Background: an optimization exercise with open tools, aiming at small area. Do not read the settings as production practice.
At most, simulation tests tie the RTL to the original design; equivalence was not proved.

run 1:
Design sp_noise_removal, start of the top module:
module sp_noise_removal
#(
    parameter int SIGMA = 160
) (
    input  logic        clk,
    input  logic        rst_n,
    input  logic        en_i,
    input  logic [59:0] col_i,
    input  logic        border_pass_i,
    output logic [11:0] data_o,
    output logic        en_o
);
Settings: LEC_CHECK=0, ABC_AREA=1, CAP_MARGIN=20, CORE_MARGIN=2, CORE_UTILIZATION=40, CTS_BUF_LIST=sky130_fd_sc_hd__clkbuf_4, CTS_CLUSTER_SIZE=30, GPL_TIMING_DRIVEN=0, SLEW_MARGIN=20; clock period 6.0 ns.
standard.sh (not shown) runs the stock make flow with config.mk's settings and CLKGATE_MAP_FILE= SYNTH_SCRIPT=/design/flow/synth_recipe.tcl, a recipe that flattens the netlist after the stock synthesis.
==> flow/flow/run.sh <==
#!/bin/bash
# The standard layout, except that ports are buffered with buf_1 and the clock
# tree is built without dummy loads. Synthesis and every other step are the
# standard flow's.
set -euo pipefail
bash standard.sh BUFFER_PORTS_ARGS="-buffer_cell sky130_fd_sc_hd__buf_1" \
  CTS_ARGS="-sink_clustering_enable -repair_clock_nets -sink_clustering_size 30 -buf_list sky130_fd_sc_hd__clkbuf_4 -dont_use_dummy_load -sink_buffer_max_cap_derate 0.6" \
  finish > standard_flow.log 2>&1
Input-level comparison between run 2 and run 1:
- CORE_UTILIZATION: 40 -> 60
==> flow/run.sh (new file) <==
#!/bin/bash
# synth_recipe.tcl (not shown) runs the flow's synth.tcl, then flattens the netlist and writes it again
# the make line also repeats each setting of config.mk as NAME=value (left out here)
make -C /OpenROAD-flow-scripts/flow DESIGN_CONFIG=/design/flow/config.mk WORK_HOME=/design/flow/orfs CLKGATE_MAP_FILE= SYNTH_SCRIPT=/design/flow/synth_recipe.tcl finish
removed: flow/flow/run.sh
removed: flow/standard.sh
==> comparison <==
Clock network contribution to total cell area ended up 2.2 points higher on run 2 than on run 1.
Compared with run 1, run 2 instantiates a smaller number of cells.
The final reports for run 2 and run 1 show number of clock buffers in the layout higher in the former.
Diff run 2 and run 1: weighted congestion at the end of routability-driven global placement lower in run 1
Maximum number of pins on one net before global-route repair ends up higher on run 1.
Run 2 vs run 1, global-route usage over all layers went up by 10 points.
STATUS die area: run 2 wins against run 1
Compared with run 1, in run 2 final design utilization +25 points; cell row count -18%.
Here is what was changed in the inputs of run 3 compared with run 2.
- CORE_UTILIZATION changed from 60 to 40
--- outcome ---
- Run 3 finished all stages; the layout is clean.
- Compared run 3 against run 2; number of synthesized flops with an enable pin within noise.
- The global routing usage on met2 in run 3 sits 18 points below the value recorded for run 2.
- Final-layout clock buffer total is higher on run 2
[inputs] run 4 vs run 3
- a change of CTS_CLUSTER_SIZE from 30 to 20
- a change of CTS_BUF_LIST from sky130_fd_sc_hd__clkbuf_4 to sky130_fd_sc_hd__clkbuf_2 sky130_fd_sc_hd__clkbuf_4
==> comparison <==
- Diff run 3 -> run 4: number of register bits inferred by synthesis held, die height held.
- Cell count after synthesis came out exactly the same in run 4 and run 3.
- Comparing run 3 against run 4, there is no change at all in filler-free cell count of the finished design.

sp_noise_removal, a different RTL version from the one above (not shown whole).
Size: about 2000 cells after synthesis, roughly 77 I/O pins, roughly 17000 um2 of cells after synthesis.
==> flow/config.mk <==
export PLATFORM = sky130hd
export DESIGN_NAME = sp_noise_removal
export DESIGN_NICKNAME = sp_noise_removal
export VERILOG_FILES = /design/flow/design.v
export SDC_FILE = /design/flow/constraint.sdc
export NUM_CORES = 4
export LEC_CHECK = 0
export ABC_AREA = 1
export CAP_MARGIN = 20
export CORE_MARGIN = 2
export CORE_UTILIZATION = 40
export CTS_BUF_LIST = sky130_fd_sc_hd__clkbuf_4
export CTS_CLUSTER_SIZE = 30
export GPL_TIMING_DRIVEN = 0
export SLEW_MARGIN = 20
==> flow/constraint.sdc <==
create_clock -name core_clock -period 6.0 [get_ports {clk}]
set_input_delay 1.2000 -clock core_clock [delete_from_list [all_inputs] [get_ports {clk}]]
set_output_delay 1.2000 -clock core_clock [all_outputs]
set_load 0.01 [all_outputs]
==> flow/flow/run.sh <==
#!/bin/bash
# The standard layout, except that ports are buffered with buf_1 and the clock
# tree is built without dummy loads. Synthesis and every other step are the
# standard flow's.
set -euo pipefail
bash standard.sh BUFFER_PORTS_ARGS="-buffer_cell sky130_fd_sc_hd__buf_1" \
  CTS_ARGS="-sink_clustering_enable -repair_clock_nets -sink_clustering_size 16 -sink_clustering_max_diameter 90 -buf_list sky130_fd_sc_hd__clkbuf_8 -dont_use_dummy_load" \
  finish > standard_flow.log 2>&1
Change:
ABC_AREA = 0   (was 1)
With this change the flow finished with setup timing left.
Worst hold slack is worse by 22 ps.
Final cell count falls by 11%.
Global-route usage falls by 0.63 points.
Area after synthesis rises by 1.5%.
Change:
ABC_AREA = 1   (was 0)
GPL_TIMING_DRIVEN = 1   (was 0)
After rerunning: This time the run ran to the end with no violations. Count of clock-buffer cells in the layout decreases by 1. Hold slack improved by 38 ps. Flip-flop and latch count stays the same.
Change:
==> flow/flow/run.sh (replaced) <==
#!/bin/bash
# The standard layout, except that ports are buffered with buf_1 and the clock
# tree is built without dummy loads. Synthesis and every other step are the
# standard flow's.
set -euo pipefail
bash standard.sh BUFFER_PORTS_ARGS="-buffer_cell sky130_fd_sc_hd__buf_1" \
  CTS_ARGS="-sink_clustering_enable -repair_clock_nets -sink_clustering_size 12 -sink_clustering_max_diameter 80 -buf_list sky130_fd_sc_hd__clkbuf_8 -dont_use_dummy_load" \
  finish > standard_flow.log 2>&1
GPL_TIMING_DRIVEN = 0   (was 1)
The changed run completed without violations.
Register-to-register slack degrades by 140 ps.
Setup slack degrades by 140 ps.
Clock skew goes up by 51 ps.
Die area does not change.

sp_noise_removal, a different RTL version from the one above (not shown whole).
For scale: roughly 77 I/O pins.
Settings: LEC_CHECK=0, CAP_MARGIN=20, CORE_MARGIN=2, CORE_UTILIZATION=40, SLEW_MARGIN=20; clock period 6.0 ns.
run.sh (not shown) runs the stock make flow with config.mk's settings and CLKGATE_MAP_FILE= SYNTH_SCRIPT=/design/flow/synth_recipe.tcl, a recipe that flattens the netlist after the stock synthesis.
Stock flow here: none of the scripts above is used.
Then changed:
- ABC_AREA: unset -> 1
Outcome:
- die area goes up by about 6%
- setup slack improved by 300 ps
Then changed:
- GPL_TIMING_DRIVEN: unset -> 0
Routed wire length goes down by a few percent; register-to-register slack stays flat; utilization came out lower by 2.3 points; clock-buffer cell count decreases by 3; non-clock buffer count fell by 196.
Function was not checked in any run of this note: the RTL went through the layout flow alone.

## static timing again, ports no longer ideal
Ports are ideal in the flow. The routed layouts listed here were re-timed in OpenROAD.
Step 1, drivers: a clkbuf_16 drives clk and a buf_2 each remaining input, both assumed.
Step 2 adds t to the input delays and takes it off the output delays; t is the mean of the earliest and latest rising clock arrival at the registers after step 1. Input paths then give back, and output paths get back, about the clock's delay inside the block.
Three values: ideal ports, drivers, drivers and shift; two values: the first two.
| run | t (ns) | setup slack, ns | worst setup path after step 2 | clock arrival spread, ns | slew at the worst register clock pin (ns) |
|---|---|---|---|---|---|
| run 1 | 0.785 | 0.339 / 0.368 / -0.417 | input to register | 0.064 / 0.065 | 0.08 / 0.08 |
| run 2 | 0.766 | 0.308 / 0.328 / -0.439 | input to register | 0.096 / 0.095 | 0.08 / 0.08 |
| run 3 | 0.833 | 0.327 / 0.352 / -0.480 | input to register | 0.059 / 0.059 | 0.09 / 0.09 |
| run 4 | 0.833 | 0.327 / 0.352 / -0.480 | input to register | 0.059 / 0.059 | 0.09 / 0.09 |
| the first run of note 2 | 0.619 | 0.266 / 0.266 / -0.314 | input to register | 0.127 / 0.126 | 0.11 / 0.11 |
| the second run of note 2 | 0.623 | -0.128 / -0.112 / -0.735 | input to register | 0.073 / 0.073 | 0.11 / 0.11 |
| the third run of note 2 | 0.634 | 0.430 / 0.430 / -0.126 | input to register | 0.059 / 0.058 | 0.11 / 0.11 |
| the fourth run of note 2 | 0.674 | 0.292 / 0.292 / -0.319 | input to register | 0.105 / 0.105 | 0.09 / 0.09 |
| the first run of note 3 | 0.619 | 0.092 / 0.106 / -0.513 | input to register | 0.030 / 0.030 | 0.07 / 0.07 |
| the second run of note 3 | 0.629 | 0.390 / 0.416 / -0.213 | input to register | 0.020 / 0.020 | 0.07 / 0.07 |
| the third run of note 3 | 0.607 | 0.309 / 0.348 / -0.259 | input to register | 0.022 / 0.022 | 0.07 / 0.07 |
With both steps, setup timing fails in 10 of these runs, where it was met with ideal ports.
